Background: an optimization exercise with open tools, aiming at small area, a short achievable clock period and few clock cycles per item. Do not read the settings as production practice. RTL that was checked went through simulation tests only; none was proved equivalent to the original. Power and IR drop assume default switching activity.

## job 5433
Design cave_automaton_generation_unit, start of the top module:
module cave_automaton_generation_unit (
  input  logic                          clk_i,
  input  logic                          rst_ni,
  input  logic                          psel,
  input  logic                          penable,
  input  logic                          pwrite,
  input  logic [cag_pkg::ADDR_W-1:0]    paddr,
  input  logic [cag_pkg::DATA_W-1:0]    pwdata,
  output logic [cag_pkg::DATA_W-1:0]    prdata,
  output logic                          pready,
  input  logic                          in_valid_i,
  output logic                          in_ready_o,
  input  logic [cag_pkg::LINE_W-1:0]    line_cells_i,
  output logic                          out_valid_o,
  input  logic                          out_ready_i,
  output logic [cag_pkg::LINE_W-1:0]    new_line_cells_o,
  output logic [cag_pkg::NUM_W-1:0]     line_number_o,
  output logic                          run_last_o,
  output logic                          grid_done_o
);
  localparam int unsigned W  = cag_pkg::LINE_W;
  localparam int unsigned CW = cag_pkg::CNT_REG_W;
  localparam int unsigned LW = cag_pkg::LEN_REG_W;
  localparam int unsigned NW = cag_pkg::NUM_W;
  logic [CW-1:0] line_count_q;
  ...
For scale: ~320 flip-flops, ~220 I/O pins, roughly 17000 µm² of cells after synthesis.
Settings: LEC_CHECK=0, CAP_MARGIN=20, CORE_MARGIN=2, CORE_UTILIZATION=60, CTS_BUF_LIST=sky130_fd_sc_hd__clkbuf_16, CTS_CLUSTER_DIAMETER=150, CTS_CLUSTER_SIZE=22, PLACE_DENSITY=0.7, SETUP_SLACK_MARGIN=4.0, SLEW_MARGIN=20; clock period 6.5 ns.
run.sh (not shown) runs the stock make flow with config.mk's settings and CLKGATE_MAP_FILE= SYNTH_SCRIPT=/design/flow/synth_recipe.tcl, a recipe that flattens the netlist after the stock synthesis.
Testbench counts of job 5433, summed over its fixed seeds: cycles 5,576, lines 5,552.
The following lists how job 1860 was set up differently from job 5433:
Settings: CTS_CLUSTER_DIAMETER now 60, was 150; CTS_CLUSTER_SIZE now 30, was 22.
### Flow results
Job 1860 completed end to end with timing, DRC and antenna clean. Job 1860 ended up with met5 as its highest layer used for signal routing; job 5433 ended up with met4. The power of job 1860 was inferior to that of job 5433. Diff job 5433 -> job 1860: global-route usage went up 0.27 points, clock-buffer cell count went up 12. On wire length of the first global-routing pass, job 1860 does worse than job 5433.
[inputs] job 1823 vs job 1860
==> flow/flow/run.sh (new file) <==
#!/bin/bash
# The standard layout, with the ports buffered by buf_2 cells instead of the default choice.
# ORFS's own logs stay under orfs/logs; make's output goes to standard.log here.
set -euo pipefail
bash standard.sh 'BUFFER_PORTS_ARGS=-buffer_cell sky130_fd_sc_hd__buf_2' finish > standard.log 2>&1
==> flow/standard.sh (new file) <==
#!/bin/bash
# synth_recipe.tcl (not shown) runs the flow's synth.tcl, then flattens the netlist and writes it again
# the make line also repeats each setting of config.mk as NAME=value (left out here)
make -C /OpenROAD-flow-scripts/flow DESIGN_CONFIG=/design/flow/config.mk WORK_HOME=/design/flow/orfs CLKGATE_MAP_FILE= SYNTH_SCRIPT=/design/flow/synth_recipe.tcl "${@:-finish}"
removed: flow/run.sh
Results
- Against job 1860, job 1823 comes in 1.8 points lower on overall fraction of global-route tracks in use.
- Final cell count ended up 43 lower on job 1823 than on job 1860.
- Wire length: job 1823 < job 1860
- Number of vias after detailed routing: job 1823 vs job 1860 down 707
- Post-CTS setup buffer count: job 1823 and job 1860 compared, lower one is job 1823

---

build 41:
The RTL this note starts from:
==> flow/design.v <==
package cag_pkg;
  localparam int unsigned LINE_W    = 64;
  localparam int unsigned CNT_REG_W = 13;
  localparam int unsigned LEN_REG_W = 7;
  localparam int unsigned NUM_W     = 12;
  localparam int unsigned ADDR_W    = 3;
  localparam int unsigned DATA_W    = 32;
  localparam int unsigned MIN_LINES = 6;
  localparam int unsigned MAX_LINES = 4096;
  localparam int unsigned MIN_LEN   = 6;
endpackage
module cag_cell (
  input  logic [2:0] col_s_i,    
  input  logic [2:0] col_c_i,    
  output logic       maj_o
);
  logic k_ge2, k_all, k_any;
  assign k_ge2 = (col_c_i[0] & col_c_i[1]) | (col_c_i[0] & col_c_i[2]) | (col_c_i[1] & col_c_i[2]);
  assign k_all = &col_c_i;
  assign k_any = |col_c_i;
  assign maj_o = (k_ge2 & (|col_s_i)) | k_all | (k_any & (&col_s_i));
endmodule
module cag_row (
  input  logic [cag_pkg::LINE_W-1:0] above_i,
  input  logic [cag_pkg::LINE_W-1:0] cur_i,
  input  logic [cag_pkg::LINE_W-1:0] below_i,
  output logic [cag_pkg::LINE_W-1:0] maj_o
);
  logic [cag_pkg::LINE_W-1:0] col_s, col_c;
  assign col_s = above_i ^ cur_i ^ below_i;
  assign col_c = (above_i & cur_i) | (above_i & below_i) | (cur_i & below_i);
  for (genvar y = 0; y < cag_pkg::LINE_W; y++) begin : g_lane
    if (y >= 3 && y <= cag_pkg::LINE_W - 3) begin : g_cell
      cag_cell u_cell (
        .col_s_i (col_s[y+1:y-1]),
        .col_c_i (col_c[y+1:y-1]),
        .maj_o   (maj_o[y])
      );
    end else begin : g_none
      assign maj_o[y] = 1'b0;
    end
  end
endmodule
module cave_automaton_generation_unit (
  input  logic                          clk_i,
  input  logic                          rst_ni,
  input  logic                          psel,
  input  logic                          penable,
  input  logic                          pwrite,
  input  logic [cag_pkg::ADDR_W-1:0]    paddr,
  input  logic [cag_pkg::DATA_W-1:0]    pwdata,
  output logic [cag_pkg::DATA_W-1:0]    prdata,
  output logic                          pready,
  input  logic                          in_valid_i,
  output logic                          in_ready_o,
  input  logic [cag_pkg::LINE_W-1:0]    line_cells_i,
  output logic                          out_valid_o,
  input  logic                          out_ready_i,
  output logic [cag_pkg::LINE_W-1:0]    new_line_cells_o,
  output logic [cag_pkg::NUM_W-1:0]     line_number_o,
  output logic                          run_last_o,
  output logic                          grid_done_o
);
  localparam int unsigned W  = cag_pkg::LINE_W;
  localparam int unsigned CW = cag_pkg::CNT_REG_W;
  localparam int unsigned LW = cag_pkg::LEN_REG_W;
  localparam int unsigned NW = cag_pkg::NUM_W;
  logic [CW-1:0] line_count_q;
  logic [LW-1:0] line_length_q;
  logic [CW-1:0] rdata_q;
  logic [W-1:0]  a_q, b_q, c_q;
  logic          b_pend_q;       
  logic          b_first_q;      
  logic [NW-1:0] rem_q;          
  logic          rdy_q;          
  logic [W-1:0]  out_cells_q;
  logic [NW-1:0] out_num_q;
  logic          out_last_q, out_done_q, out_valid_q;
  assign pready = 1'b1;
  always_ff @(posedge clk_i or negedge rst_ni) begin
    if (!rst_ni) begin
      line_count_q  <= CW'(64);
      line_length_q <= LW'(64);
    end else if (psel && penable && pwrite) begin
      if (paddr[2]) line_length_q <= pwdata[LW-1:0];
      else          line_count_q  <= pwdata[CW-1:0];
    end
  end
  always_ff @(posedge clk_i) begin
    rdata_q <= paddr[2] ? CW'(line_length_q) : line_count_q;
  end
  assign prdata = cag_pkg::DATA_W'(rdata_q);
  logic [NW-1:0] last_row;
  logic [LW-1:0] len_eff;
  logic [W-1:0]  len_mask, col_in;
  always_comb begin
    if (line_count_q < CW'(cag_pkg::MIN_LINES))      last_row = NW'(cag_pkg::MIN_LINES - 1);
    else if (line_count_q > CW'(cag_pkg::MAX_LINES)) last_row = NW'(cag_pkg::MAX_LINES - 1);
    else                                             last_row = NW'(line_count_q - CW'(1));
    if (line_length_q < LW'(cag_pkg::MIN_LEN))       len_eff = LW'(cag_pkg::MIN_LEN);
    else if (line_length_q > LW'(W))                 len_eff = LW'(W);
    else                                             len_eff = line_length_q;
    for (int y = 0; y < W; y++) begin
      len_mask[y] = (LW'(y) < len_eff);
      col_in[y]   = (y >= 3) && (LW'(y + 3) <= len_eff);
    end
  end
  logic [W-1:0] new_line, maj;
  logic         line_av, out_free, consume, flush, emit, row_in;
  assign line_av  = !rdy_q || in_valid_i;
  assign new_line = rdy_q ? line_cells_i : c_q;
  cag_row u_row (
    .above_i (a_q),
    .cur_i   (b_q),
    .below_i (new_line),
    .maj_o   (maj)
  );
  assign row_in = !b_first_q && (out_num_q >= NW'(2)) && (rem_q >= NW'(2));
  assign out_free = !out_valid_q || out_ready_i;
  assign consume  = line_av && (!b_pend_q || out_free);
  assign flush    = b_pend_q && (rem_q == '0) && !line_av && out_free;
  assign emit     = (consume && b_pend_q) || flush;
  always_ff @(posedge clk_i or negedge rst_ni) begin
    if (!rst_ni) begin
      b_pend_q    <= 1'b0;
      b_first_q   <= 1'b0;
      rem_q       <= '0;
      rdy_q       <= 1'b1;
      out_valid_q <= 1'b0;
    end else begin
      if (consume) begin
        b_pend_q <= 1'b1;
        if (!b_pend_q || rem_q == '0) begin
          b_first_q <= 1'b1;
          rem_q     <= last_row;
        end else begin
          b_first_q <= 1'b0;
          rem_q     <= rem_q - NW'(1);
        end
      end else if (flush) begin
        b_pend_q <= 1'b0;
      end
      rdy_q <= rdy_q ? !(in_valid_i && !consume) : consume;
      if (emit)             out_valid_q <= 1'b1;
      else if (out_ready_i) out_valid_q <= 1'b0;
    end
  end
  always_ff @(posedge clk_i) begin
    if (rdy_q) c_q <= line_cells_i;
    if (consume) begin
      a_q <= b_q;
      b_q <= new_line;
    end
    if (emit) begin
      for (int y = 0; y < W; y++)
        out_cells_q[y] <= (row_in && col_in[y]) ? maj[y] : (b_q[y] && len_mask[y]);
      out_num_q  <= b_first_q ? '0 : out_num_q + NW'(1);
      out_last_q <= (rem_q != NW'(1));
      out_done_q <= (rem_q == '0);
    end
  end
  assign in_ready_o       = rdy_q;
  assign out_valid_o      = out_valid_q;
  assign new_line_cells_o = out_cells_q;
  assign line_number_o    = out_num_q;
  assign run_last_o       = out_last_q;
  assign grid_done_o      = out_done_q;
endmodule
clock: 6.5 ns
lec_check: 0
cap_margin: 20
core_margin: 2
core_utilization: 40
place_density: 0.6
setup_slack_margin: 3.5
slew_margin: 20
Stock flow here: none of the scripts above is used.
Build 41: done, clean on timing, DRC and antenna
Relative to build 41, the following input files were edited for build 72:
# build 41
export LEC_CHECK = 0
export CAP_MARGIN = 20
export CORE_MARGIN = 2
export CORE_UTILIZATION = 40
export PLACE_DENSITY = 0.6
export SETUP_SLACK_MARGIN = 3.5
export SLEW_MARGIN = 20
create_clock -name core_clock -period 6.5 [get_ports {clk_i}]
# build 72
export LEC_CHECK = 0
export CAP_MARGIN = 20
export CORE_MARGIN = 2
export CORE_UTILIZATION = 40
export PLACE_DENSITY = 0.6
export SETUP_SLACK_MARGIN = 4.2
export SLEW_MARGIN = 20
create_clock -name core_clock -period 6.5 [get_ports {clk_i}]
Findings:
| standby leakage power | build 72 vs build 41 | worse |. Changes observed in build 72 relative to build 41: fraction of power consumed by combinational cells shows an increase of 2.8 points; site row count shows no meaningful change; wire length shows an increase of about 13%; non-clock buffering overhead in the final layout shows an increase of 3.0 points. Of build 72 and build 41, build 41 shows the lower combinational power, with build 72 above it. From build 41 to build 72, number of enable-type register cells in the synthesized netlist did not move at all. Remaining number of nets flagged by the antenna check after routing came out exactly the same in build 72 and build 41. Number of nets in the layout ends up lower on build 41. Build 41 → build 72: net switching share of the total power stayed essentially flat, worst relative slew slack down 6.6 points.
No run of this note included a check of the RTL's function; only the layout flow was run.

## re-timing with driven ports
The results above use ideal ports. As a check the final layouts listed here were re-extracted and re-timed, cells and wires unchanged. Step 1 assumes that a clkbuf_16 drives the clock port and a buf_2 every other input. Step 2 adds t to the input delays and takes it off the output delays; t is the mean of the earliest and latest rising clock arrival at the registers after step 1. Input paths then give back, and output paths get back, about the clock's delay inside the block. a / b / c = ideal / step 1 / step 2; a / b = the first two.
run	shift t [ns]	setup WS [ns]	clock arrival spread, ns	slew at the worst register clock pin (ns)	worst data-port slew with drivers (ns)
job 5433	0.575	3.896 / 3.891 / 3.316	0.024 / 0.023	0.10 / 0.10	0.08
job 1860	0.626	3.920 / 3.913 / 3.297	0.020 / 0.020	0.09 / 0.09	0.08
job 1823	0.621	3.931 / 3.896 / 3.307	0.021 / 0.021	0.08 / 0.08	0.08
build 41	0.615	3.356 / 3.393 / 2.778	0.015 / 0.016	0.07 / 0.07	0.08
build 72	0.600	3.498 / 3.498 / 2.937	0.020 / 0.020	0.07 / 0.07	0.08
After both steps setup and hold are still met in every run listed. The setup slack of job 1823, which loses most, moves by -0.035 ns with the drivers and by -0.624 ns with both steps.
